Context: an optimization exercise on an open-source flow, tuned for small area and a short achievable clock period. The choices shown serve that exercise and are no tape-out recipe. Function was checked by simulation only, so behaviour that the tests miss may differ from the original. Power and IR drop assume default switching activity.

`design/flow/design.v`:
```
package px_deser_pkg;
   localparam int LANE_BITS      = 8;     
   localparam int PX_BITS        = 7;     
   localparam int FIFO_AW        = 5;     
   localparam int SEQ_BITS       = 3;     
   localparam int NUM_DATA_LANES = 4;     
   typedef logic [LANE_BITS-1:0] lane_word_t;
   typedef logic [PX_BITS-1:0]   pixel_t;
   typedef logic [FIFO_AW-1:0]   fifo_addr_t;
   typedef logic [SEQ_BITS-1:0]  gear_seq_t;
   typedef struct packed {
      logic                                 word_valid;    
      lane_word_t                           clk_word;      
      lane_word_t [NUM_DATA_LANES-1:0]      data_words;    
   } rx_words_s;
   typedef struct packed {
      pixel_t                               clk_px;        
      pixel_t [NUM_DATA_LANES-1:0]          data_px;       
   } px_out_s;
endpackage
module lane_fifo (
   input  logic        px_clk,
   input  logic [31:0] wr_sel,      
   input  logic [39:0] wr_word,
   input  logic [31:0] rd_next,     
   input  logic        rd_coll,     
   output logic [39:0] rd_word      
);
   logic [39:0] wr_word_q;          
   logic [39:0] mem [32];           
   logic [39:0] rd_mux;
   always_ff @(posedge px_clk) begin
      wr_word_q <= wr_word;
   end
   for (genvar e = 0; e < 32; e++) begin : g_ent
      always_ff @(posedge px_clk) begin
         if (wr_sel[e]) begin
            mem[e] <= wr_word_q;
         end
      end
   end
   always_comb begin
      rd_mux = '0;
      for (int e = 0; e < 32; e++) begin
         rd_mux = rd_mux | (mem[e] & {40{rd_next[e]}});
      end
   end
   always_ff @(posedge px_clk) begin
      rd_word <= rd_coll ? wr_word_q : rd_mux;
   end
endmodule
module gearbox_sequencer #(
   parameter int WR_START = 16              
) (
   input  logic        px_clk,
   input  logic        px_rst_n,
   input  logic        rst_next_n,          
   input  logic        word_valid,
   input  logic        rd_enable,
   output logic [31:0] wr_sel,              
   output logic [31:0] rd_next,             
   output logic        rd_coll,             
   output logic [7:0]  seq_oh,              
   output logic [2:0]  rd_seq
);
   logic       seq6_next;                   
   logic       rd_step;                     
   logic [4:0] rd_next_bin;                 
   logic [4:0] rd_next_bin_d;
   logic [4:0] wr_addr_d;
   logic       wr_en;
   logic [4:0] wr_addr;
   assign wr_addr_d = wr_addr + 5'(wr_en);
   always_ff @(posedge px_clk or negedge px_rst_n) begin
      if (!px_rst_n) begin
         wr_en   <= 1'b0;
         wr_addr <= 5'(WR_START);
      end else begin
         wr_en   <= word_valid;
         wr_addr <= wr_addr_d;
      end
   end
   always_ff @(posedge px_clk or negedge px_rst_n) begin
      if (!px_rst_n) begin
         wr_sel <= '0;
      end else begin
         for (int e = 0; e < 32; e++) begin
            wr_sel[e] <= word_valid && (wr_addr_d == 5'(e));
         end
      end
   end
   always_ff @(posedge px_clk or negedge px_rst_n) begin
      if (!px_rst_n) begin
         rd_seq <= '0;
         seq_oh <= 8'd1;
      end else if (rd_enable) begin
         rd_seq <= rd_seq + 3'd1;
         seq_oh <= {seq_oh[6:0], seq_oh[7]};
      end
   end
   assign seq6_next = rd_enable ? seq_oh[5] : seq_oh[6];
   assign rd_step   = !seq6_next;
   assign rd_next_bin_d = !rst_next_n ? 5'd0 :
                          !px_rst_n   ? 5'd1 :
                                        rd_next_bin + 5'(rd_step);
   always_ff @(posedge px_clk) begin
      if (!rst_next_n) begin
         rd_next <= 32'd1;
      end else if (!px_rst_n) begin
         rd_next <= 32'd2;
      end else if (rd_step) begin
         rd_next <= {rd_next[30:0], rd_next[31]};
      end
      rd_next_bin <= rd_next_bin_d;
   end
   logic same_ptr, wr_one_ahead, rd_one_ahead, ptr_match;
   assign same_ptr     = (wr_addr == rd_next_bin);
   assign wr_one_ahead = (wr_addr == rd_next_bin + 5'd1);
   assign rd_one_ahead = (wr_addr + 5'd1 == rd_next_bin);
   assign ptr_match    = (wr_en == rd_step) ? same_ptr :
                         wr_en              ? rd_one_ahead : wr_one_ahead;
   always_ff @(posedge px_clk or negedge px_rst_n) begin
      if (!px_rst_n) begin
         rd_coll <= 1'b0;
      end else begin
         rd_coll <= word_valid && ptr_match;
      end
   end
endmodule
module gearbox_8to7 (
   input  logic        px_clk,
   input  logic        px_rst_n,
   input  logic [7:0]  rd_word,     
   input  logic [7:0]  seq_oh,      
   output logic [6:0]  px
);
   logic [7:1] rd_last;             
   logic [6:0] px_d;
   always_ff @(posedge px_clk) begin
      rd_last <= rd_word[7:1];
   end
   always_comb begin
      px_d = '0;
      for (int n = 0; n < 8; n++) begin
         for (int i = 0; i < 7; i++) begin
            if (i < n) px_d[i] = px_d[i] | (seq_oh[n] & rd_last[8-n+i]);
            else       px_d[i] = px_d[i] | (seq_oh[n] & rd_word[i-n]);
         end
      end
   end
   always_ff @(posedge px_clk or negedge px_rst_n) begin
      if (!px_rst_n) px <= '0;
      else           px <= px_d;
   end
endmodule
module px_align_ctrl #(
   parameter px_deser_pkg::pixel_t CLK_PATTERN = 7'b1100011,   
   parameter int                   GOOD_COUNT  = 8             
) (
   input  logic                 px_clk,
   input  logic                 locked_and_idlyrdy,    
   input  logic                 rx_ready,              
   input  px_deser_pkg::pixel_t clk_px,
   output logic                 px_rst_n,
   output logic                 rst_next_n,            
   output logic                 rd_enable,
   output logic                 px_ready
);
   localparam int GOOD_W = $clog2(GOOD_COUNT + 1);
   localparam int SYNC_STAGES = 4;
   localparam logic [2:0] WAIT_LAST = 3'd5;             
   typedef enum logic [1:0] {
      ST_CHECK,
      ST_SLIP_WAIT,
      ST_DONE
   } align_state_e;
   logic [SYNC_STAGES-1:0] rst_sync;
   logic [SYNC_STAGES-1:0] rdy_sync;
   logic                   rx_ready_px;                
   align_state_e           state;
   logic [2:0]             wait_cnt;
   logic [GOOD_W-1:0]      good_cnt;
   always_ff @(posedge px_clk or negedge locked_and_idlyrdy) begin
      if (!locked_and_idlyrdy) begin
         rst_sync <= '0;
      end else begin
         rst_sync <= {rst_sync[SYNC_STAGES-2:0], 1'b1};
      end
   end
   assign px_rst_n   = rst_sync[SYNC_STAGES-1];
   assign rst_next_n = rst_sync[SYNC_STAGES-2];
   always_ff @(posedge px_clk or negedge rx_ready) begin
      if (!rx_ready) begin
         rdy_sync <= '0;
      end else begin
         rdy_sync <= {rdy_sync[SYNC_STAGES-2:0], 1'b1};
      end
   end
   assign rx_ready_px = rdy_sync[SYNC_STAGES-1];
   always_ff @(posedge px_clk or negedge px_rst_n) begin
      if (!px_rst_n) begin
         state     <= ST_SLIP_WAIT;
         wait_cnt  <= '0;
         good_cnt  <= '0;
         rd_enable <= 1'b0;
      end else if (rx_ready_px) begin                
         case (state)
            ST_CHECK: begin
               if (clk_px == CLK_PATTERN) begin
                  rd_enable <= 1'b1;
                  if (good_cnt == GOOD_W'(GOOD_COUNT - 1)) begin
                     state <= ST_DONE;                  
                  end else begin
                     good_cnt <= good_cnt + GOOD_W'(1);
                  end
               end else begin
                  rd_enable <= 1'b0;                   
                  good_cnt  <= '0;
                  wait_cnt  <= '0;
                  state     <= ST_SLIP_WAIT;
               end
            end
            ST_SLIP_WAIT: begin
               rd_enable <= 1'b1;
               if (wait_cnt == WAIT_LAST) begin
                  state <= ST_CHECK;
               end else begin
                  wait_cnt <= wait_cnt + 3'd1;
               end
            end
            default: begin
               rd_enable <= 1'b1;                      
            end
         endcase
      end
   end
   always_ff @(posedge px_clk or negedge px_rst_n) begin
      if (!px_rst_n) begin
         px_ready <= 1'b0;
      end else begin
         px_ready <= (state == ST_DONE);
      end
   end
endmodule
module px_deser_top #(
   parameter px_deser_pkg::pixel_t CLK_PATTERN = 7'b1100011,
   parameter int                   WR_START    = 16,
   parameter int                   GOOD_COUNT  = 8
) (
   input  logic                    px_clk,
   input  logic                    locked_and_idlyrdy,    
   input  logic                    rx_ready,              
   input  logic [40:0]             rx_words,              
   output logic [34:0]             px_out,                
   output logic [2:0]              px_rd_seq,
   output logic                    px_ready
);
   localparam int NUM_LANES = px_deser_pkg::NUM_DATA_LANES + 1;
   localparam int DEPTH     = 2 ** px_deser_pkg::FIFO_AW;
   localparam int LW        = px_deser_pkg::LANE_BITS;
   localparam int WW        = NUM_LANES * LW;                 
   logic                px_rst_n;
   logic                rd_enable;
   logic [DEPTH-1:0]    wr_sel;         
   logic [DEPTH-1:0]    rd_next;        
   logic                rd_coll;
   logic                rst_next_n;
   logic [7:0]          seq_oh;         
   logic [WW-1:0]       wr_word_q;
   logic [WW-1:0]       mem [DEPTH];
   logic [WW-1:0]       rd_word;
   logic [NUM_LANES*7-1:0] rd_last;     
   logic [6:0]          lane_px [NUM_LANES];
   logic [6:0]          clk_px;
   px_align_ctrl #(
      .CLK_PATTERN        (CLK_PATTERN),
      .GOOD_COUNT         (GOOD_COUNT)
   ) i_align_ctrl (
      .px_clk             (px_clk),
      .locked_and_idlyrdy (locked_and_idlyrdy),
      .rx_ready           (rx_ready),
      .clk_px             (clk_px),
      .px_rst_n           (px_rst_n),
      .rst_next_n         (rst_next_n),
      .rd_enable          (rd_enable),
      .px_ready           (px_ready)
   );
   gearbox_sequencer #(
      .WR_START           (WR_START)
   ) i_sequencer (
      .px_clk             (px_clk),
      .px_rst_n           (px_rst_n),
      .rst_next_n         (rst_next_n),
      .word_valid         (rx_words[40]),
      .rd_enable          (rd_enable),
      .wr_sel             (wr_sel),
      .rd_next            (rd_next),
      .rd_coll            (rd_coll),
      .seq_oh             (seq_oh),
      .rd_seq             (px_rd_seq)
   );
   lane_fifo i_fifo (
      .px_clk   (px_clk),
      .wr_sel   (wr_sel),
      .wr_word  ({rx_words[39:32], rx_words[31:0]}),
      .rd_next  (rd_next),
      .rd_coll  (rd_coll),
      .rd_word  (rd_word)
   );
   for (genvar g = 0; g < NUM_LANES; g++) begin : g_lane
      localparam int WB = (g == 0) ? 32 : 8 * (g - 1);
      gearbox_8to7 i_gearbox (
         .px_clk   (px_clk),
         .px_rst_n (px_rst_n),
         .rd_word  (rd_word[WB +: 8]),
         .seq_oh   (seq_oh),
         .px       (lane_px[g])
      );
   end
   assign clk_px = lane_px[0];
   assign px_out = {lane_px[0], lane_px[4], lane_px[3], lane_px[2], lane_px[1]};
endmodule
```
`design/flow/flow/run.sh`:
```
#!/bin/bash
# The standard layout (the standard.sh, unchanged synthesis), with two
# changes passed to the ORFS make targets:
#  - clock tree synthesis without dummy loads (same clustering as config.mk)
#  - port buffers of the smallest buffer cell; timing repair resizes them
# The whole make output goes to standard.log; ORFS keeps each step's log
# under orfs/logs/.
set -euo pipefail
bash standard.sh \
  "CTS_ARGS=-sink_clustering_enable -repair_clock_nets -sink_clustering_size 25 -sink_clustering_max_diameter 100 -dont_use_dummy_load" \
  "BUFFER_PORTS_ARGS=-buffer_cell sky130_fd_sc_hd__buf_1" \
  finish > standard.log 2>&1
```
`design/flow/standard.sh`:
```
#!/bin/bash
# synth_recipe.tcl (not shown) runs the flow's synth.tcl, then flattens the netlist and writes it again
# the make line also repeats each setting of config.mk as NAME=value (left out here)
make -C /OpenROAD-flow-scripts/flow DESIGN_CONFIG=/design/flow/config.mk WORK_HOME=/design/flow/orfs CLKGATE_MAP_FILE= SYNTH_SCRIPT=/design/flow/synth_recipe.tcl "${@:-finish}"
```
`design/flow/config.mk`:
```
export PLATFORM = sky130hd
export DESIGN_NAME = px_deser_top
export DESIGN_NICKNAME = px_deser_top
export VERILOG_FILES = /design/flow/design.v
export SDC_FILE = /design/flow/constraint.sdc
export NUM_CORES = 4
export LEC_CHECK = 0
export ABC_CLOCK_PERIOD_IN_PS = 1500
export CAP_MARGIN = 5
export CORE_MARGIN = 2
export CORE_UTILIZATION = 60
export CTS_CLUSTER_DIAMETER = 100
export CTS_CLUSTER_SIZE = 25
export PLACE_DENSITY = 0.75
export SETUP_SLACK_MARGIN = 2.0
export SLEW_MARGIN = 5
```
`design/flow/constraint.sdc`:
```
create_clock -name core_clock -period 4.0 [get_ports {px_clk}]
set_input_delay 0.8000 -clock core_clock [delete_from_list [all_inputs] [get_ports {px_clk}]]
set_output_delay 0.8000 -clock core_clock [all_outputs]
set_load 0.01 [all_outputs]
```
==> impl_metrics.env, run 1 <==
export IMPL_outcome="no timing/DRC/antenna violations"
export IMPL_die_height_um=304.5
export IMPL_sw_frac_of_total=0.2459
export IMPL_gr_total_overflow=0
export IMPL_critPathSlowestCell="dfxtp_4"
export IMPL_async_reset_ff_frac=0.06771
export IMPL_viasPerCell=7.713
export IMPL_synthAdderAreaFrac=0.002310
export IMPL_cp_num_buf_inv=1
export IMPL_worstPathMaxFanout=18
export IMPL_drv_slew=0
export IMPL_drcViolationCount=0
export IMPL_vias=33627
export IMPL_ir_drop_v=0.0004012
export IMPL_required_ps=4530
export IMPL_dr_pass1_iters=7
export IMPL_cts_root_buf="clkbuf_16"
export IMPL_synthMuxAreaShare=0.002264
export IMPL_syn_cell_area_um2=54160
export IMPL_cp_start_kind="flop"
export IMPL_grt_busiest_layer="met2"
export IMPL_tritoncts="yes"
export IMPL_combPwrFrac=0.056
export IMPL_ant_nets=0
export IMPL_switching_power_uw=7310
export IMPL_die_area_um2=92690
export IMPL_grt_pass1_vias=31771
export IMPL_area_growth_synth_to_final_pct=7.956
export IMPL_routedWlPerCell_um=38.99
export IMPL_ys_ff_latch=1536
export IMPL_ys_flop_type="edfxtp_1"
export IMPL_fin_worst_skew_ps=79.22
export IMPL_fill_cells=5899
export IMPL_critPathKind="reg -> reg"
export IMPL_antenna_found_initial=3
export IMPL_p_per_area_nw_per_um2=508.4
export IMPL_die_w_um=304.5
export IMPL_synth_edff_count=1280
export IMPL_grt_first_pass_wirelength_mm=234.2
export IMPL_synth_simple_gate_area_frac=0.04158
export IMPL_fin_nets=3237
export IMPL_design_area_um2=58470
export IMPL_cts_buffer_depth=3
export IMPL_critical_path_max_stage_delay_ps=680
export IMPL_finalSetupTns_ps=0
export IMPL_hpwl_mm=92.12
export IMPL_critPathCaptureType="flop"
export IMPL_yosysSeqAreaShare=0.8139
export IMPL_fmax_ghz=0.4877
export IMPL_gp_congestion=0.8594
export IMPL_postRouteWirelength_mm=170.0
export IMPL_p_int_uw=22410
export IMPL_cp_cell_sequence="buf_4, a22oi_1, nand3_1, nor4_4, a21oi_1"
export IMPL_cts_sinks=1536
export IMPL_grt_util_met2=0.5372
export IMPL_worstHoldPathType="reg -> async"
export IMPL_relSlewSlack=0.1090
export IMPL_rsz0062_at_grt="yes"
export IMPL_cap_violations=0
export IMPL_tightest_slew_ps=1336
export IMPL_cp_data_arrival_time_ps=2580
export IMPL_grt_max_degree=85
export IMPL_fin_crit_sh=0.5126
export IMPL_synth_compound_area_frac=0.1197
export IMPL_grtUsageTotal=0.3584
export IMPL_h_tree_depth=3
export IMPL_io_buffers=82
export IMPL_synth_xor_area_share=0.003396
export IMPL_row_count=110
export IMPL_seqPwrFrac=0.682
export IMPL_insertion_delay_ps=680
export IMPL_grtUsageMet1=0.4862
export IMPL_setup_viol=0
export IMPL_p_leak_uw=0.01841
export IMPL_clk_pin_slew_ps=90
export IMPL_hold_viol=0
export IMPL_cts_made_buffers=71
export IMPL_grt_met3_usage=0.1133
export IMPL_final_cell_mix="1280 x edfxtp_1, 588 x a22oi_1, 136 x nand4_1, 120 x dfxtp_1, 116 x buf_4"
export IMPL_initialDrtViolationCount=7057
export IMPL_core_area_um2=89740
export IMPL_syn_inst=3101
export IMPL_synth_top_family_by_area="compound AO/OA/AOI/OAI gates"
export IMPL_synthDistinctLibCells=49
export IMPL_start_util=0.6036
export IMPL_period_minus_slack_ps=2050
export IMPL_synth_avg_cell_area_um2=17.47
export IMPL_drive_gt1_frac=0.09997
export IMPL_cp_top_family="flip-flops"
export IMPL_final_common_cell="edfxtp_1"
export IMPL_pin_count=83
export IMPL_clkPwrFrac=0.262
export IMPL_place_area_um2=56090
export IMPL_yosys_warnings=7
==> path summary, 6_finish.rpt <==
| kind | from | end | slack, ps | depth (start not counted) |
|---|---|---|---|---|
| worst max-delay path | i_sequencer.rd_next[20] | i_fifo.rd_word[3] | 1950 | 5 |
| worst min-delay path | i_align_ctrl.rst_sync[3] | i_sequencer.wr_en | 200 | 0 |
| worst max register to register | i_sequencer.rd_next[20] | i_fifo.rd_word[3] | 1950 | 5 |
| worst min register to register | i_align_ctrl.rst_sync[3] | i_sequencer.wr_en | 200 | 0 |
| max in group asynchronous | i_align_ctrl.rst_sync[3] | i_sequencer.wr_sel[19] | 2440 | 1 |
| min in group core_clock | rx_words[22] | i_fifo.wr_word_q[22] | 210 | 1 |
==> routing by layer <==
layer / share of wire / routed length, um
met2: 0.44 / 74840
met1: 0.32 / 54940
met4: 0.059 / 9989
met5: 0.000071 / 12
met3: 0.18 / 30230
==> repair_timing <==
action                                  in CTS  in global routing
resized for setup                           43                 32
setup buffers                                9                 17
hold buffers                                 2                  0
pin swaps                                    1                  3
endpoints found under the hold margin        8                  0
endpoints found under the setup margin      71                 55
==> synth_stat cells (3+ instances only) <==
cell type | number | area (um2)
clkbuf_1 | 169 | 634.4
a22o_1 | 56 | 490.5
o21ai_0 | 6 | 30.03
a21oi_1 | 113 | 565.5
dfxtp_1 | 152 | 3043
dfrtp_1 | 101 | 2527
a222oi_1 | 40 | 400.4
ha_1 | 10 | 125.1
nor2_1 | 43 | 161.4
edfxtp_1 | 1280 | 38440
xnor2_1 | 12 | 105.1
buf_1 | 19 | 71.32
nor4_1 | 33 | 206.5
inv_1 | 13 | 48.80
buf_2 | 30 | 150.1
a221oi_1 | 56 | 490.5
xor2_1 | 9 | 78.83
a21o_1 | 3 | 22.52
o21a_1 | 3 | 22.52
nor2b_1 | 34 | 212.7
nor3_1 | 11 | 55.05
dfstp_2 | 3 | 78.83
mux2_2 | 8 | 90.09
a22oi_1 | 588 | 4414
nand3_1 | 70 | 350.3
nand2_1 | 77 | 289.0
nand4_1 | 136 | 850.8
==> state kept, by name, indices dropped and copies added (netlist names), 2 cells and up <==
signal,flops
i_sequencer.wr_addr,5
i_fifo.rd_word,40
i_sequencer.rd_seq,3
g_lane.i_gearbox.px,35
i_align_ctrl.rst_sync,4
i_fifo.mem,1280
i_align_ctrl.wait_cnt,3
i_sequencer.seq_oh,8
i_align_ctrl.good_cnt,4
i_sequencer.wr_sel,32
i_align_ctrl.state,2
i_sequencer.rd_next_bin,5
i_fifo.wr_word_q,40
g_lane.i_gearbox.rd_last,35
i_sequencer.rd_next,32
i_align_ctrl.rdy_sync,4
==> through the flow <==
| step | utilization | std cells | power [uW] | worst slack, ps | hold WS, ps |
|---|---|---|---|---|---|
| finish | 0.6516 | 4360 | 29720 | 1950 | 198.2 |
| global route | 0.6515 | 4357 | 30300 | 1972 | 195.9 |
| CTS | 0.6479 | 4340 | 29530 | 1981 | 184.5 |
| detailed placement | 0.6250 | 4258 | 22080 | 1294 | 190.2 |
| global placement | 0.6250 | 4258 | 21940 | 1302 | 179.9 |
| floorplan | - | 3102 | 20650 | 2163 | 309.6 |
==> cell type report <==
type | count | area, um2 | share of cell area
multi-input cells | 1334 | 9276 | 0.1586
flip-flops and latches | 1536 | 44260 | 0.7569
inverters | 14 | 55.05 | 0.0009415
repair buffers | 226 | 1627 | 0.02782
well taps | 1176 | 1471 | 0.02516
diodes | 3 | 7.507 | 0.0001284
clock buffers | 71 | 1777 | 0.03039
==> power by group through the flow <==
stage | clock, uW | combinational (uW) | sequential [uW]
3_3_place_gp | 0 | 1460 | 20500
2_1_floorplan | 0 | 641 | 20000
5_1_grt | 8260 | 1700 | 20300
6_report | 7790 | 1660 | 20300
3_5_place_dp | 0 | 1490 | 20600
4_1_cts | 7780 | 1560 | 20200
==> cell families (layout without fill, tap and decap cells) <==
family | Yosys count | after routing
simple gates | 420 | 420
xor+xnor | 21 | 21
fa+ha+maj | 10 | 10
buf+inv | 232 | 311
flops | 1536 | 1536
other cells | 1 | 5
mux | 10 | 10
compound gates | 871 | 871
==> inputs of run 2 (changes only) <==
--- a/design/flow/config.mk
+++ b/design/flow/config.mk
@@ -14,3 +14,3 @@
 export PLACE_DENSITY = 0.75
-export SETUP_SLACK_MARGIN = 2.0
+export SETUP_SLACK_MARGIN = 2.1
 export SLEW_MARGIN = 5
==> impl_metrics.env, run 2 <==
export IMPL_ir_drop_v=0.0003973
export IMPL_hpwl_mm=92.12
export IMPL_gr_total_overflow=0
export IMPL_syn_inst=3101
export IMPL_drcViolationCount=0
export IMPL_ys_ff_latch=1536
export IMPL_synthDistinctLibCells=49
export IMPL_yosysMostFrequentCell="edfxtp_1"
export IMPL_grt_pass1_vias=31877
export IMPL_syn_cell_area_um2=54160
export IMPL_design_area_um2=59330
export IMPL_cp_data_arrival_time_ps=1180
export IMPL_worstHoldPathType="reg -> async"
export IMPL_grtUsageTotal=0.3621
export IMPL_routedWlPerCell_um=39.03
export IMPL_critPathCaptureType="output port"
export IMPL_cp_num_buf_inv=1
export IMPL_place_area_um2=56090
export IMPL_outcome="no timing/DRC/antenna violations"
export IMPL_cts_sinks=1536
export IMPL_start_util=0.6036
export IMPL_cp_cell_sequence="clkbuf_2"
export IMPL_setup_viol=0
export IMPL_cts_buffer_depth=3
export IMPL_hold_viol=0
export IMPL_cp_start_kind="flop"
export IMPL_async_reset_ff_frac=0.06771
export IMPL_ant_nets=0
export IMPL_drv_slew=0
export IMPL_p_leak_uw=0.01890
export IMPL_critical_path_max_stage_delay_ps=380
export IMPL_critPathKind="reg -> out"
export IMPL_fill_cells=5798
export IMPL_final_cell_mix="1280 x edfxtp_1, 585 x a22oi_1, 160 x buf_4, 136 x nand4_1, 120 x dfxtp_1"
export IMPL_core_area_um2=89740
export IMPL_row_count=110
export IMPL_relSlewSlack=0.1148
export IMPL_critPathSlowestCell="dfrtp_1"
export IMPL_cts_made_buffers=71
export IMPL_drive_gt1_frac=0.1317
export IMPL_cts_root_buf="clkbuf_16"
export IMPL_clk_pin_slew_ps=90
export IMPL_postRouteWirelength_mm=172.5
export IMPL_grt_max_degree=85
export IMPL_insertion_delay_ps=680
export IMPL_grt_first_pass_wirelength_mm=236.4
export IMPL_netlist_top_cells_area="edfxtp_1 71%, a22oi_1 8.1%, dfxtp_1 5.6%"
export IMPL_final_common_cell="edfxtp_1"
export IMPL_fin_nets=3298
export IMPL_die_area_um2=92690
export IMPL_synth_top_area_frac=0.7096
export IMPL_synth_largest_area_cell="edfxtp_1"
export IMPL_antenna_found_initial=2
export IMPL_tritoncts="yes"
export IMPL_rsz0062_at_grt="yes"
export IMPL_fmax_ghz=0.5050
export IMPL_io_buffers=82
export IMPL_ys_flop_type="edfxtp_1"
export IMPL_top_register="i_fifo.mem"
export IMPL_yosysSeqAreaShare=0.8139
export IMPL_largest_reg_flops=1280
export IMPL_gp_congestion=0.8594
export IMPL_synth_edff_count=1280
export IMPL_worstPathMaxFanout=1
export IMPL_die_w_um=304.5
export IMPL_largest_registers="i_fifo.mem (1280), i_fifo.rd_word (40), i_fifo.wr_word_q (40)"
export IMPL_required_ps=3200
export IMPL_multi_input_area_um2=9394
export IMPL_period_minus_slack_ps=1980
export IMPL_finalSetupTns_ps=0
export IMPL_die_height_um=304.5
export IMPL_vias=33880
export IMPL_yosys_warnings=7
export IMPL_fin_crit_sh=0.4951
export IMPL_p_per_area_nw_per_um2=502.7
export IMPL_fin_worst_skew_ps=80.65
export IMPL_final_seq_area_um2=44300
export IMPL_synth_avg_cell_area_um2=17.47
export IMPL_h_tree_depth=3
export IMPL_initialDrtViolationCount=7545
export IMPL_synth_commonest_cells="1280 x edfxtp_1, 588 x a22oi_1, 169 x clkbuf_1, 152 x dfxtp_1, 136 x nand4_1"
export IMPL_cap_violations=0
export IMPL_finalPower_uw=29820
export IMPL_area_growth_synth_to_final_pct=9.534
export IMPL_dr_pass1_iters=10
export IMPL_cp_top_family="flip-flops"
export IMPL_pin_count=83
export IMPL_viasPerCell=7.663
export IMPL_tightest_slew_ps=1328
-- run 2: per-stage QoR --
| step | cells | util | hold slack [ps] | setup WS (ps) |
|---|---|---|---|---|
| final | 4421 | 0.6611 | 196.7 | 2020 |
| after global placement | 4258 | 0.6250 | 179.9 | 1302 |
| after global routing | 4418 | 0.6610 | 198.8 | 1990 |
| after CTS | 4352 | 0.6509 | 184.5 | 1980 |
| after floorplan | 3102 | - | 309.6 | 2163 |
| after detailed placement | 4258 | 0.6250 | 190.2 | 1294 |
-- run 2: timing repair --
action / 4_1_cts / 5_1_grt
resized for setup: 76 / 84
cloned: 0 / 2
endpoints found under the hold margin: 8 / 0
buffers inserted: 21 / 64
endpoints found under the setup margin: 251 / 113
pin swaps: 3 / 13
hold buffers: 2 / 0
-- run 2: cells by family after synthesis --
kind of cell,after synthesis,synth area share
compound gates,871,0.1197
xor+xnor,21,0.003396
fa+ha+maj,10,0.002310
buf+inv,232,0.01677
flops,1536,0.8139
mux,10,0.002264
other cells,1,0.00006924
simple gates,420,0.04158
-- run 2: path summary, 6_finish.rpt --
| check | start | to | slack, ps | depth (start not counted) |
|---|---|---|---|---|
| max | g_lane[1].i_gearbox.px[5] | px_out[5] | 2020 | 1 |
| max in group asynchronous | i_align_ctrl.rst_sync[3] | i_sequencer.wr_sel[26] | 2430 | 1 |
| min | i_align_ctrl.rst_sync[3] | i_sequencer.rd_coll | 200 | 0 |
| min reg2reg | i_align_ctrl.rst_sync[3] | i_sequencer.rd_coll | 200 | 0 |
| max reg2reg | i_sequencer.wr_sel[23] | i_fifo.mem[23][0] | 2040 | 1 |
| min in group core_clock | rx_words[5] | i_fifo.wr_word_q[5] | 210 | 1 |
-- run 2: cell type report --
| class | count | share of cell area |
|---|---|---|
| multi-input cells | 1334 | 0.1583 |
| well taps | 1176 | 0.02480 |
| diodes | 3 | 0.0001265 |
| repair buffers | 287 | 0.03904 |
| clock buffers | 71 | 0.02995 |
| inverters | 14 | 0.0009701 |
| flip-flops and latches | 1536 | 0.7468 |
-- run 2: metal layers --
layer / wire [um] / global-route usage
met3: 31090 / 0.1145
met4: 10920 / 0.1740
met5: 26 / 0
met2: 75530 / 0.5417
met1: 54980 / 0.4884
-- run 2: power breakdown --
| group | internal [uW] | leakage (uW) | switching [uW] | total (uW) |
|---|---|---|---|---|
| Combinational | 483 | 0.00387 | 1260 | 1740 |
| Clock | 3190 | 0.000875 | 4610 | 7800 |
| Sequential | 18800 | 0.0142 | 1500 | 20300 |
==> inputs of run 3 (changes only) <==
--- a/design/flow/design.v
+++ b/design/flow/design.v
@@ -25,2 +25,3 @@
    input  logic [31:0] rd_next,     
+   input  logic [31:0] rd_next_b,   
    input  logic        rd_coll,     
@@ -44,3 +45,3 @@
       for (int e = 0; e < 32; e++) begin
-         rd_mux = rd_mux | (mem[e] & {40{rd_next[e]}});
+         rd_mux = rd_mux | (mem[e] & {{20{rd_next_b[e]}}, {20{rd_next[e]}}});
       end
@@ -61,2 +62,3 @@
    output logic [31:0] rd_next,             
+   output logic [31:0] rd_next_b,           
    output logic        rd_coll,             
@@ -107,7 +109,10 @@
       if (!rst_next_n) begin
-         rd_next <= 32'd1;
+         rd_next   <= 32'd1;
+         rd_next_b <= 32'd1;
       end else if (!px_rst_n) begin
-         rd_next <= 32'd2;
+         rd_next   <= 32'd2;
+         rd_next_b <= 32'd2;
       end else if (rd_step) begin
-         rd_next <= {rd_next[30:0], rd_next[31]};
+         rd_next   <= {rd_next[30:0], rd_next[31]};
+         rd_next_b <= {rd_next_b[30:0], rd_next_b[31]};
       end
@@ -265,2 +270,3 @@
    logic [DEPTH-1:0]    rd_next;        
+   logic [DEPTH-1:0]    rd_next_b;      
    logic                rd_coll;
@@ -297,2 +303,3 @@
       .rd_next            (rd_next),
+      .rd_next_b          (rd_next_b),
       .rd_coll            (rd_coll),
@@ -306,2 +313,3 @@
       .rd_next  (rd_next),
+      .rd_next_b(rd_next_b),
       .rd_coll  (rd_coll),
--- a/design/flow/config.mk
+++ b/design/flow/config.mk
@@ -14,3 +14,3 @@
 export PLACE_DENSITY = 0.75
-export SETUP_SLACK_MARGIN = 2.1
+export SETUP_SLACK_MARGIN = 2.0
 export SLEW_MARGIN = 5
==> impl_metrics.env, run 3 <==
export IMPL_synthDistinctLibCells=51
export IMPL_die_area_um2=94330
export IMPL_routedWlPerCell_um=37.79
export IMPL_critical_path_max_stage_delay_ps=980
export IMPL_tightest_slew_ps=1343
export IMPL_fin_worst_skew_ps=57.42
export IMPL_io_buffers=82
export IMPL_worstPathMaxFanout=22
export IMPL_tritoncts="yes"
export IMPL_grtUsageTotal=0.3570
export IMPL_setup_viol=0
export IMPL_required_ps=4490
export IMPL_grt_first_pass_wirelength_mm=236.4
export IMPL_worstHoldPathType="in -> reg"
export IMPL_startpoint="i_sequencer.rd_next[28]"
export IMPL_drive_gt1_frac=0.1010
export IMPL_ys_ff_latch=1568
export IMPL_worstReg2RegStart="i_sequencer.rd_next[28]"
export IMPL_critPathKind="reg -> reg"
export IMPL_hold_viol=0
export IMPL_cts_sinks=1568
export IMPL_syn_cell_area_um2=55130
export IMPL_antenna_found_initial=4
export IMPL_final_seq_area_um2=44880
export IMPL_synth_top_area_frac=0.6972
export IMPL_gp_congestion=0.8647
export IMPL_top_register="i_fifo.mem"
export IMPL_clk_pin_slew_ps=90
export IMPL_fin_hold_ws_ps=218.4
export IMPL_p_per_area_nw_per_um2=510.1
export IMPL_min_from="rx_words[16]"
export IMPL_pin_count=83
export IMPL_fin_crit_sh=0.5137
export IMPL_outcome="no timing/DRC/antenna violations"
export IMPL_fmax_ghz=0.4867
export IMPL_row_count=111
export IMPL_fill_cells=5953
export IMPL_cp_start_kind="flop"
export IMPL_cts_buffer_depth=3
export IMPL_ys_flop_type="edfxtp_1"
export IMPL_gr_total_overflow=0
export IMPL_ant_nets=0
export IMPL_critPathSlowestCell="dfxtp_2"
export IMPL_largest_registers="i_fifo.mem (1280), i_fifo.rd_word (40), i_fifo.wr_word_q (40)"
export IMPL_viasPerCell=7.591
export IMPL_start_util=0.6033
export IMPL_finalSetupTns_ps=0
export IMPL_ir_drop_v=0.0003053
export IMPL_n_antenna_cell=0
export IMPL_critPathCaptureType="flop"
export IMPL_insertion_delay_ps=680
export IMPL_yosys_warnings=7
export IMPL_synth_largest_area_cell="edfxtp_1"
export IMPL_yosysSeqAreaShare=0.8113
export IMPL_initialDrtViolationCount=7080
export IMPL_die_height_um=307.1
export IMPL_vias=34101
export IMPL_final_cell_mix="1280 x edfxtp_1, 578 x a22oi_1, 145 x a21oi_1, 143 x nand2_1"
export IMPL_core_area_um2=91390
export IMPL_grt_max_degree=74
export IMPL_cp_data_arrival_time_ps=2550
export IMPL_grt_pass1_vias=32766
export IMPL_drv_slew=0
export IMPL_dr_pass1_iters=9
export IMPL_die_w_um=307.1
export IMPL_relSlewSlack=0.1047
export IMPL_p_leak_uw=0.01868
export IMPL_h_tree_depth=3
export IMPL_cts_root_buf="clkbuf_16"
export IMPL_async_reset_ff_frac=0.06633
export IMPL_synth_commonest_cells="1280 x edfxtp_1, 578 x a22oi_1, 184 x dfxtp_1, 145 x a21oi_1, 145 x clkbuf_1"
export IMPL_cts_made_buffers=72
export IMPL_finalPower_uw=30270
export IMPL_cap_violations=0
export IMPL_drcViolationCount=0
export IMPL_rsz0062_at_grt="yes"
export IMPL_syn_inst=3212
export IMPL_cp_cell_sequence="a22oi_1, nand3_1, nor4_1, a21oi_1"
export IMPL_period_minus_slack_ps=2055
export IMPL_largest_reg_flops=1280
export IMPL_netlist_top_cells_area="edfxtp_1 70%, a22oi_1 7.9%, dfxtp_1 6.7%"
export IMPL_postRouteWirelength_mm=169.8
export IMPL_yosysMostFrequentCell="edfxtp_1"
export IMPL_multi_input_area_um2=9682
export IMPL_hpwl_mm=93.02
export IMPL_fin_nets=3362
export IMPL_final_common_cell="edfxtp_1"
export IMPL_area_growth_synth_to_final_pct=7.635
export IMPL_synth_avg_cell_area_um2=17.16
export IMPL_synth_edff_count=1280
[run 3: worst paths after layout]
path                                                to  slack, ps  cells past startpoint
max in group asynchronous       i_align_ctrl.rd_enable       2580                      1
worst max register to register      i_fifo.rd_word[10]       1950                      4
worst max-delay path                i_fifo.rd_word[10]       1950                      4
min in group asynchronous        i_sequencer.wr_sel[8]        250                      0
worst min-delay path              i_fifo.wr_word_q[16]        220                      1
worst min register to register   i_sequencer.wr_sel[8]        250                      0
[run 3: cells by family after synthesis]
group / count (synthesis) / synth area share
xor gates and xnor gates: 20 / 0.003314
DFF: 1568 / 0.8113
AOI/OAI and AO/OA: 906 / 0.1210
adders and majority gates: 10 / 0.002270
buffers and inverters: 212 / 0.01464
and+or+nand+nor: 484 / 0.04514
other: 1 / 0.00006802
muxes: 11 / 0.002247
[run 3: critical path: cells and delay by family, from the launching register on]
| kind | cells | cell delay, ps |
|---|---|---|
| simple gates | 2 | 240 |
| flops | 1 | 980 |
| compound gates | 2 | 650 |
[run 3: per-stage QoR]
stage | std cells | utilization | area [um2] | setup slack, ps
after floorplan | 3213 | - | 55140 | 2146
after global placement | 4405 | 0.6260 | 57210 | 1451
after detailed placement | 4405 | 0.6260 | 57210 | 1475
after CTS | 4488 | 0.6477 | 59190 | 1954
after global routing | 4492 | 0.6493 | 59340 | 1960
final | 4492 | 0.6493 | 59340 | 1945
[run 3: per-layer routing]
metal / global-route usage / routed length, um / vias to the layer above
met5: 0 / 11 / -
met4: 0.1513 / 8829 / 2
met3: 0.1125 / 30440 / 611
met2: 0.5423 / 75860 / 3476
met1: 0.4821 / 54610 / 16800
li1: - / - / 13212
[run 3: where the power goes]
part | leakage (uW) | internal, uW | switching, uW | total (uW)
clock network | 0.000887 | 3240 | 4620 | 7850
registers | 0.0144 | 19100 | 1390 | 20500
logic | 0.00336 | 530 | 1370 | 1900
total | 0.0187 | 22900 | 7380 | 30300
[run 3: repair_timing]
item,in CTS,in global routing
hold endpoints to repair,8,0
setup endpoints to repair,112,38
hold buffers,2,0
gates resized for setup,25,38
pin swaps,0,0
buffers inserted,9,4
[run 3: layout make-up]
| class | count | share of cell area |
|---|---|---|
| well taps | 1186 | 0.02501 |
| clock buffers | 72 | 0.03036 |
| flip-flops and latches | 1568 | 0.7564 |
| repair buffers | 217 | 0.02408 |
| inverters | 16 | 0.001012 |
| multi-input cells | 1433 | 0.1632 |
==> inputs of run 4 (changes only) <==
--- a/design/flow/design.v
+++ b/design/flow/design.v
@@ -25,3 +25,2 @@
    input  logic [31:0] rd_next,     
-   input  logic [31:0] rd_next_b,   
    input  logic        rd_coll,     
@@ -43,5 +42,5 @@
    always_comb begin
-      rd_mux = '0;
+      rd_mux = wr_word_q & {40{rd_coll}};
       for (int e = 0; e < 32; e++) begin
-         rd_mux = rd_mux | (mem[e] & {{20{rd_next_b[e]}}, {20{rd_next[e]}}});
+         rd_mux = rd_mux | (mem[e] & {40{rd_next[e]}});
       end
@@ -49,3 +48,3 @@
    always_ff @(posedge px_clk) begin
-      rd_word <= rd_coll ? wr_word_q : rd_mux;
+      rd_word <= rd_mux;
    end
@@ -60,5 +59,5 @@
    input  logic        rd_enable,
+   input  logic        rd_enable_d,         
    output logic [31:0] wr_sel,              
    output logic [31:0] rd_next,             
-   output logic [31:0] rd_next_b,           
    output logic        rd_coll,             
@@ -67,4 +66,4 @@
 );
-   logic       seq6_next;                   
    logic       rd_step;                     
+   logic [7:0] seq_oh_d;
    logic [4:0] rd_next_bin;                 
@@ -93,2 +92,3 @@
    end
+   assign seq_oh_d = rd_enable ? {seq_oh[6:0], seq_oh[7]} : seq_oh;
    always_ff @(posedge px_clk or negedge px_rst_n) begin
@@ -97,31 +97,45 @@
          seq_oh <= 8'd1;
-      end else if (rd_enable) begin
-         rd_seq <= rd_seq + 3'd1;
-         seq_oh <= {seq_oh[6:0], seq_oh[7]};
+      end else begin
+         rd_seq <= rd_seq + 3'(rd_enable);
+         seq_oh <= seq_oh_d;
       end
    end
-   assign seq6_next = rd_enable ? seq_oh[5] : seq_oh[6];
-   assign rd_step   = !seq6_next;
-   assign rd_next_bin_d = !rst_next_n ? 5'd0 :
-                          !px_rst_n   ? 5'd1 :
-                                        rd_next_bin + 5'(rd_step);
-   always_ff @(posedge px_clk) begin
-      if (!rst_next_n) begin
-         rd_next   <= 32'd1;
-         rd_next_b <= 32'd1;
-      end else if (!px_rst_n) begin
-         rd_next   <= 32'd2;
-         rd_next_b <= 32'd2;
-      end else if (rd_step) begin
-         rd_next   <= {rd_next[30:0], rd_next[31]};
-         rd_next_b <= {rd_next_b[30:0], rd_next_b[31]};
+   always_ff @(posedge px_clk or negedge px_rst_n) begin
+      if (!px_rst_n) begin
+         rd_step <= 1'b1;
+      end else begin
+         rd_step <= !(rd_enable_d ? seq_oh_d[5] : seq_oh_d[6]);
       end
-      rd_next_bin <= rd_next_bin_d;
    end
-   logic same_ptr, wr_one_ahead, rd_one_ahead, ptr_match;
-   assign same_ptr     = (wr_addr == rd_next_bin);
-   assign wr_one_ahead = (wr_addr == rd_next_bin + 5'd1);
-   assign rd_one_ahead = (wr_addr + 5'd1 == rd_next_bin);
-   assign ptr_match    = (wr_en == rd_step) ? same_ptr :
-                         wr_en              ? rd_one_ahead : wr_one_ahead;
+   logic [4:0] rd_next_bin_p1;
+   assign rd_next_bin_p1 = rd_next_bin + 5'd1;
+   assign rd_next_bin_d  = !rst_next_n ? 5'd0 :
+                           !px_rst_n   ? 5'd1 :
+                           rd_step     ? rd_next_bin_p1 : rd_next_bin;
+   logic [31:0] rd_dec, rd_dec_d;
+   always_comb begin
+      for (int e = 0; e < 32; e++) rd_dec[e] = (rd_next_bin == 5'(e));
+      if (!rst_next_n)    rd_dec_d = 32'd1;
+      else if (!px_rst_n) rd_dec_d = 32'd2;
+      else if (rd_step)   rd_dec_d = {rd_dec[30:0], rd_dec[31]};
+      else                rd_dec_d = rd_dec;
+   end
+   logic [4:0] ptr_diff, ptr_diff_d;
+   logic       diff_0, diff_1, diff_31;
+   logic       ptr_match, coll_d;
+   logic [4:0] ptr_diff_p1, ptr_diff_m1;
+   assign ptr_diff_p1 = ptr_diff + 5'd1;
+   assign ptr_diff_m1 = ptr_diff - 5'd1;
+   assign ptr_diff_d  = !px_rst_n          ? (rst_next_n ? 5'd15 : 5'd16) :
+                        (wr_en == rd_step) ? ptr_diff :
+                        wr_en              ? ptr_diff_p1 : ptr_diff_m1;
+   always_ff @(posedge px_clk) begin
+      ptr_diff <= ptr_diff_d;
+      diff_0   <= (ptr_diff_d == 5'd0);
+      diff_1   <= (ptr_diff_d == 5'd1);
+      diff_31  <= (ptr_diff_d == 5'd31);
+   end
+   assign ptr_match = (wr_en == rd_step) ? diff_0 :
+                      wr_en              ? diff_31 : diff_1;
+   assign coll_d    = px_rst_n && word_valid && ptr_match;
    always_ff @(posedge px_clk or negedge px_rst_n) begin
@@ -130,3 +144,9 @@
       end else begin
-         rd_coll <= word_valid && ptr_match;
+         rd_coll <= coll_d;
+      end
+   end
+   always_ff @(posedge px_clk) begin
+      rd_next_bin <= rd_next_bin_d;
+      for (int e = 0; e < 32; e++) begin
+         rd_next[e] <= !coll_d && rd_dec_d[e];
       end
@@ -171,2 +191,3 @@
    output logic                 rd_enable,
+   output logic                 rd_enable_d,           
    output logic                 px_ready
@@ -204,9 +225,11 @@
    assign rx_ready_px = rdy_sync[SYNC_STAGES-1];
-   always_ff @(posedge px_clk or negedge px_rst_n) begin
-      if (!px_rst_n) begin
-         state     <= ST_SLIP_WAIT;
-         wait_cnt  <= '0;
-         good_cnt  <= '0;
-         rd_enable <= 1'b0;
-      end else if (rx_ready_px) begin                
+   align_state_e state_d;
+   logic [2:0]   wait_cnt_d;
+   logic [GOOD_W-1:0] good_cnt_d;
+   always_comb begin
+      state_d     = state;
+      wait_cnt_d  = wait_cnt;
+      good_cnt_d  = good_cnt;
+      rd_enable_d = rd_enable;
+      if (rx_ready_px) begin                           
          case (state)
@@ -214,13 +237,13 @@
                if (clk_px == CLK_PATTERN) begin
-                  rd_enable <= 1'b1;
+                  rd_enable_d = 1'b1;
                   if (good_cnt == GOOD_W'(GOOD_COUNT - 1)) begin
-                     state <= ST_DONE;                  
+                     state_d = ST_DONE;                
                   end else begin
-                     good_cnt <= good_cnt + GOOD_W'(1);
+                     good_cnt_d = good_cnt + GOOD_W'(1);
                   end
                end else begin
-                  rd_enable <= 1'b0;                   
-                  good_cnt  <= '0;
-                  wait_cnt  <= '0;
-                  state     <= ST_SLIP_WAIT;
+                  rd_enable_d = 1'b0;                  
+                  good_cnt_d  = '0;
+                  wait_cnt_d  = '0;
+                  state_d     = ST_SLIP_WAIT;
                end
@@ -228,7 +251,7 @@
             ST_SLIP_WAIT: begin
-               rd_enable <= 1'b1;
+               rd_enable_d = 1'b1;
                if (wait_cnt == WAIT_LAST) begin
-                  state <= ST_CHECK;
+                  state_d = ST_CHECK;
                end else begin
-                  wait_cnt <= wait_cnt + 3'd1;
+                  wait_cnt_d = wait_cnt + 3'd1;
                end
@@ -236,3 +259,3 @@
             default: begin
-               rd_enable <= 1'b1;                      
+               rd_enable_d = 1'b1;                     
             end
@@ -243,2 +266,15 @@
       if (!px_rst_n) begin
+         state     <= ST_SLIP_WAIT;
+         wait_cnt  <= '0;
+         good_cnt  <= '0;
+         rd_enable <= 1'b0;
+      end else begin
+         state     <= state_d;
+         wait_cnt  <= wait_cnt_d;
+         good_cnt  <= good_cnt_d;
+         rd_enable <= rd_enable_d;
+      end
+   end
+   always_ff @(posedge px_clk or negedge px_rst_n) begin
+      if (!px_rst_n) begin
          px_ready <= 1'b0;
@@ -268,5 +304,5 @@
    logic                rd_enable;
+   logic                rd_enable_d;
    logic [DEPTH-1:0]    wr_sel;         
    logic [DEPTH-1:0]    rd_next;        
-   logic [DEPTH-1:0]    rd_next_b;      
    logic                rd_coll;
@@ -291,2 +327,3 @@
       .rd_enable          (rd_enable),
+      .rd_enable_d        (rd_enable_d),
       .px_ready           (px_ready)
@@ -301,5 +338,5 @@
       .rd_enable          (rd_enable),
+      .rd_enable_d        (rd_enable_d),
       .wr_sel             (wr_sel),
       .rd_next            (rd_next),
-      .rd_next_b          (rd_next_b),
       .rd_coll            (rd_coll),
@@ -313,3 +350,2 @@
       .rd_next  (rd_next),
-      .rd_next_b(rd_next_b),
       .rd_coll  (rd_coll),
--- a/design/flow/config.mk
+++ b/design/flow/config.mk
@@ -14,3 +14,3 @@
 export PLACE_DENSITY = 0.75
-export SETUP_SLACK_MARGIN = 2.0
+export SETUP_SLACK_MARGIN = 2.1
 export SLEW_MARGIN = 5
==> impl_metrics.env, run 4 <==
export IMPL_worstReg2RegStart="i_sequencer.wr_sel[31]"
export IMPL_largest_reg_flops=1280
export IMPL_setup_slack_ps=2005
export IMPL_p_leak_uw=0.01864
export IMPL_fin_worst_skew_ps=84.00
export IMPL_cp_num_buf_inv=1
export IMPL_cp_start_kind="flop"
export IMPL_worstHoldPathType="reg -> async"
export IMPL_synth_commonest_cells="1280 x edfxtp_1, 741 x a22oi_1, 160 x dfxtp_1, 157 x nand4_1, 155 x clkbuf_1"
export IMPL_cap_violations=0
export IMPL_rsz0062_at_grt="yes"
export IMPL_combPwrFrac=0.053
export IMPL_critPathCaptureType="output port"
export IMPL_fin_crit_sh=0.4988
export IMPL_netlist_top_cells_area="edfxtp_1 71%, a22oi_1 10%, dfxtp_1 5.9%"
export IMPL_row_count=110
export IMPL_syn_inst=3063
export IMPL_top_register="i_fifo.mem"
export IMPL_fill_cells=5831
export IMPL_gr_total_overflow=0
export IMPL_synth_edff_count=1280
export IMPL_finalPower_uw=29370
export IMPL_hpwl_mm=86.55
export IMPL_worstPathMaxFanout=2
export IMPL_synthMuxAreaShare=0.003160
export IMPL_utilization=0.6552
export IMPL_area_growth_synth_to_final_pct=8.394
export IMPL_p_int_uw=22410
export IMPL_drv_slew=0
export IMPL_setup_viol=0
export IMPL_cp_top_family="flip-flops"
export IMPL_fin_nets=3230
export IMPL_final_cell_mix="1280 x edfxtp_1, 740 x a22oi_1, 157 x nand4_1, 124 x dfxtp_1, 107 x buf_4"
export IMPL_grt_max_degree=72
export IMPL_cts_root_buf="clkbuf_16"
export IMPL_synth_top_family_by_area="compound AO/OA/AOI/OAI gates"
export IMPL_fin_cells=4346
export IMPL_relSlewSlack=0.1118
export IMPL_largest_registers="i_fifo.mem (1280), i_fifo.rd_word (40), i_fifo.wr_word_q (40)"
export IMPL_reg2reg_depth=1
export IMPL_cts_buffer_depth=3
export IMPL_die_area_um2=92830
export IMPL_synth_compound_area_frac=0.1152
export IMPL_r2r_slack_ps=2000
export IMPL_grt_pass1_vias=31464
export IMPL_synthDistinctLibCells=59
export IMPL_cp_data_arrival_time_ps=1200
export IMPL_core_area_um2=89740
export IMPL_synth_top_area_frac=0.7086
export IMPL_io_buffers=82
export IMPL_yosys_warnings=7
export IMPL_cts_sinks=1545
export IMPL_async_reset_ff_frac=0.06796
export IMPL_synthAdderAreaFrac=0.004060
export IMPL_p_per_area_nw_per_um2=499.4
export IMPL_r2r_end="i_fifo.mem[31][5]"
export IMPL_synth_xor_area_share=0.001776
export IMPL_critPathSlowestCell="dfrtp_1"
export IMPL_yosysMostFrequentCell="edfxtp_1"
export IMPL_clk_pin_slew_ps=90
export IMPL_final_seq_area_um2=44460
export IMPL_postRouteWirelength_mm=165.0
export IMPL_outcome="no timing/DRC/antenna violations"
export IMPL_pin_count=83
export IMPL_antenna_found_initial=4
export IMPL_place_inst=4239
export IMPL_critPathKind="reg -> out"
export IMPL_h_tree_depth=3
export IMPL_critical_path_max_stage_delay_ps=390
export IMPL_ys_flop_type="edfxtp_1"
export IMPL_period_minus_slack_ps=1995
export IMPL_start_util=0.6045
export IMPL_viasPerCell=7.601
export IMPL_gp_congestion=0.8647
export IMPL_synth_largest_area_cell="edfxtp_1"
export IMPL_yosysSeqAreaShare=0.8162
export IMPL_synth_avg_cell_area_um2=17.71
export IMPL_drive_gt1_frac=0.1190
export IMPL_finalSetupTns_ps=0
export IMPL_final_common_cell="edfxtp_1"
export IMPL_drcViolationCount=0
export IMPL_clkPwrFrac=0.266
export IMPL_ys_ff_latch=1545
export IMPL_syn_cell_area_um2=54240
export IMPL_cp_cell_sequence="clkbuf_2"
export IMPL_insertion_delay_ps=670
export IMPL_die_w_um=304.7
export IMPL_tritoncts="yes"
export IMPL_fmax_ghz=0.5012
export IMPL_switching_power_uw=6950
export IMPL_vias=33033
export IMPL_grt_first_pass_wirelength_mm=228.0
export IMPL_ir_drop_v=0.0002885
export IMPL_grtUsageTotal=0.3503
export IMPL_cts_made_buffers=72
export IMPL_dr_pass1_iters=9
export IMPL_ant_nets=0
export IMPL_dp_slack_ps=1470
export IMPL_routedWlPerCell_um=37.96
export IMPL_multi_input_area_um2=9477
export IMPL_required_ps=3200
export IMPL_synth_simple_gate_area_frac=0.04553
export IMPL_tightest_slew_ps=1332
export IMPL_seqPwrFrac=0.680
export IMPL_die_height_um=304.7
export IMPL_initialDrtViolationCount=6990
export IMPL_hold_viol=0
export IMPL_sw_frac_of_total=0.2367
run 4: cell types whose count changed after synthesis, moves of 24 or more:
cell,previous run,this run
a22oi_1,578,741
nor2_1,42,74
buf_1,46,17
nand2_1,144,75
a22o_1,63,0
a221oi_1,61,0
nand4_1,130,157
dfxtp_1,184,160
nor2b_1,36,6
a21oi_1,145,10
run 4: power by group through the flow:
| stage | clock network [uW] | registers, uW | logic [uW] |
|---|---|---|---|
| after floorplan | 0 | 19900 | 487 |
| after global placement | 0 | 20200 | 1320 |
| after CTS | 7790 | 19900 | 1430 |
| after detailed placement | 0 | 20300 | 1360 |
| final | 7820 | 20000 | 1560 |
| after global routing | 8300 | 20000 | 1600 |
run 4: per-layer routing:
metal	GRT usage	up-vias	wire length, um
li1	-	12773	-
met1	0.4738	16427	54000
met2	0.5289	3269	74250
met3	0.1055	558	28140
met4	0.1630	6	8527
met5	0	-	48
run 4: timing repair:
| item | in CTS | in global routing |
|---|---|---|
| gates resized for setup | 57 | 80 |
| pin swaps | 7 | 10 |
| hold buffers | 2 | 0 |
| buffers inserted | 18 | 12 |
| endpoints found under the hold margin | 8 | 0 |
| setup endpoints to repair | 277 | 209 |
run 4: cells by family after synthesis:
kind of cell               count (synthesis)
adders and majority gates                 17
and+or+nand+nor                          457
xor gates and xnor gates                  11
other                                      1
buffers and inverters                    194
muxes                                     16
DFF                                     1545
AOI/OAI and AO/OA                        822
run 4: how the worst max path moves through the flow:
| stage | startpoint | to | slack [ps] | cells past startpoint |
|---|---|---|---|---|
| after detailed placement | i_sequencer.rd_step | i_sequencer.rd_next[9] | 1470 | 5 |
| after CTS | g_lane[2].i_gearbox.px[4] | px_out[11] | 1970 | 1 |
| after global placement | i_sequencer.rd_step | i_sequencer.rd_next[9] | 1590 | 5 |
| after floorplan | i_align_ctrl.rst_sync[3] | i_sequencer.rd_next[25] | 1810 | 6 |
| after global routing | i_sequencer.ptr_diff[0] | i_sequencer.ptr_diff[4] | 1960 | 8 |
| final | i_sequencer.rd_seq[1] | px_rd_seq[1] | 2000 | 1 |
run 4: stage by stage:
step                      hold WS (ps)  cell area [um2]
after floorplan                  309.6            54280
after global placement           310.1            56250
after detailed placement         321.1            56250
after CTS                        212.3            58440
after global routing             220.9            58790
final                            220.0            58800
run 4: layout make-up:
| class | count | share of cell area |
|---|---|---|
| tap | 1176 | 0.02503 |
| clock buffer | 72 | 0.03064 |
| timing repair buffer | 212 | 0.02594 |
| inverter | 13 | 0.0008725 |
| antenna | 3 | 0.0001277 |
| sequential | 1545 | 0.7562 |
| multi-input combinational | 1325 | 0.1612 |

-- port drivers added, routing unchanged --
The results above use ideal ports. As a check the final layouts listed here were re-extracted and re-timed, cells and wires unchanged.
Step 1 (the two cells are an assumption about what drives the block):
set clk [get_ports {px_clk}]
set_driving_cell -lib_cell sky130_fd_sc_hd__clkbuf_16 $clk
set_driving_cell -lib_cell sky130_fd_sc_hd__buf_2 [delete_from_list [all_inputs] $clk]
Step 2 moves the port delays by t, midway between the first and last clock arrival at a register: inputs arrive t later, outputs are due t later. That takes back most of the time a late clock gives input paths.
Three values: no drivers, after step 1, after step 2; two values: the first two.
run	t (ns)	slack for setup (ns)	hold slack, ns	worst setup path after step 2	cell pins on the clock port's net
run 1	0.714	1.950 / 1.942 / 1.822	0.198 / 0.158 / 0.198	input to register	1
run 2	0.708	2.020 / 1.946 / 1.863	0.197 / 0.163 / 0.197	input to register	1
run 3	0.718	1.945 / 1.904 / 1.945	0.218 / 0.172 / 0.252	register to register	1
run 4	0.710	2.005 / 1.929 / 1.955	0.220 / 0.177 / 0.220	input to register	1
After both steps every run listed still meets setup and hold. The setup slack of run 2, which loses most, moves by -0.074 ns with the drivers and by -0.157 ns with both steps.
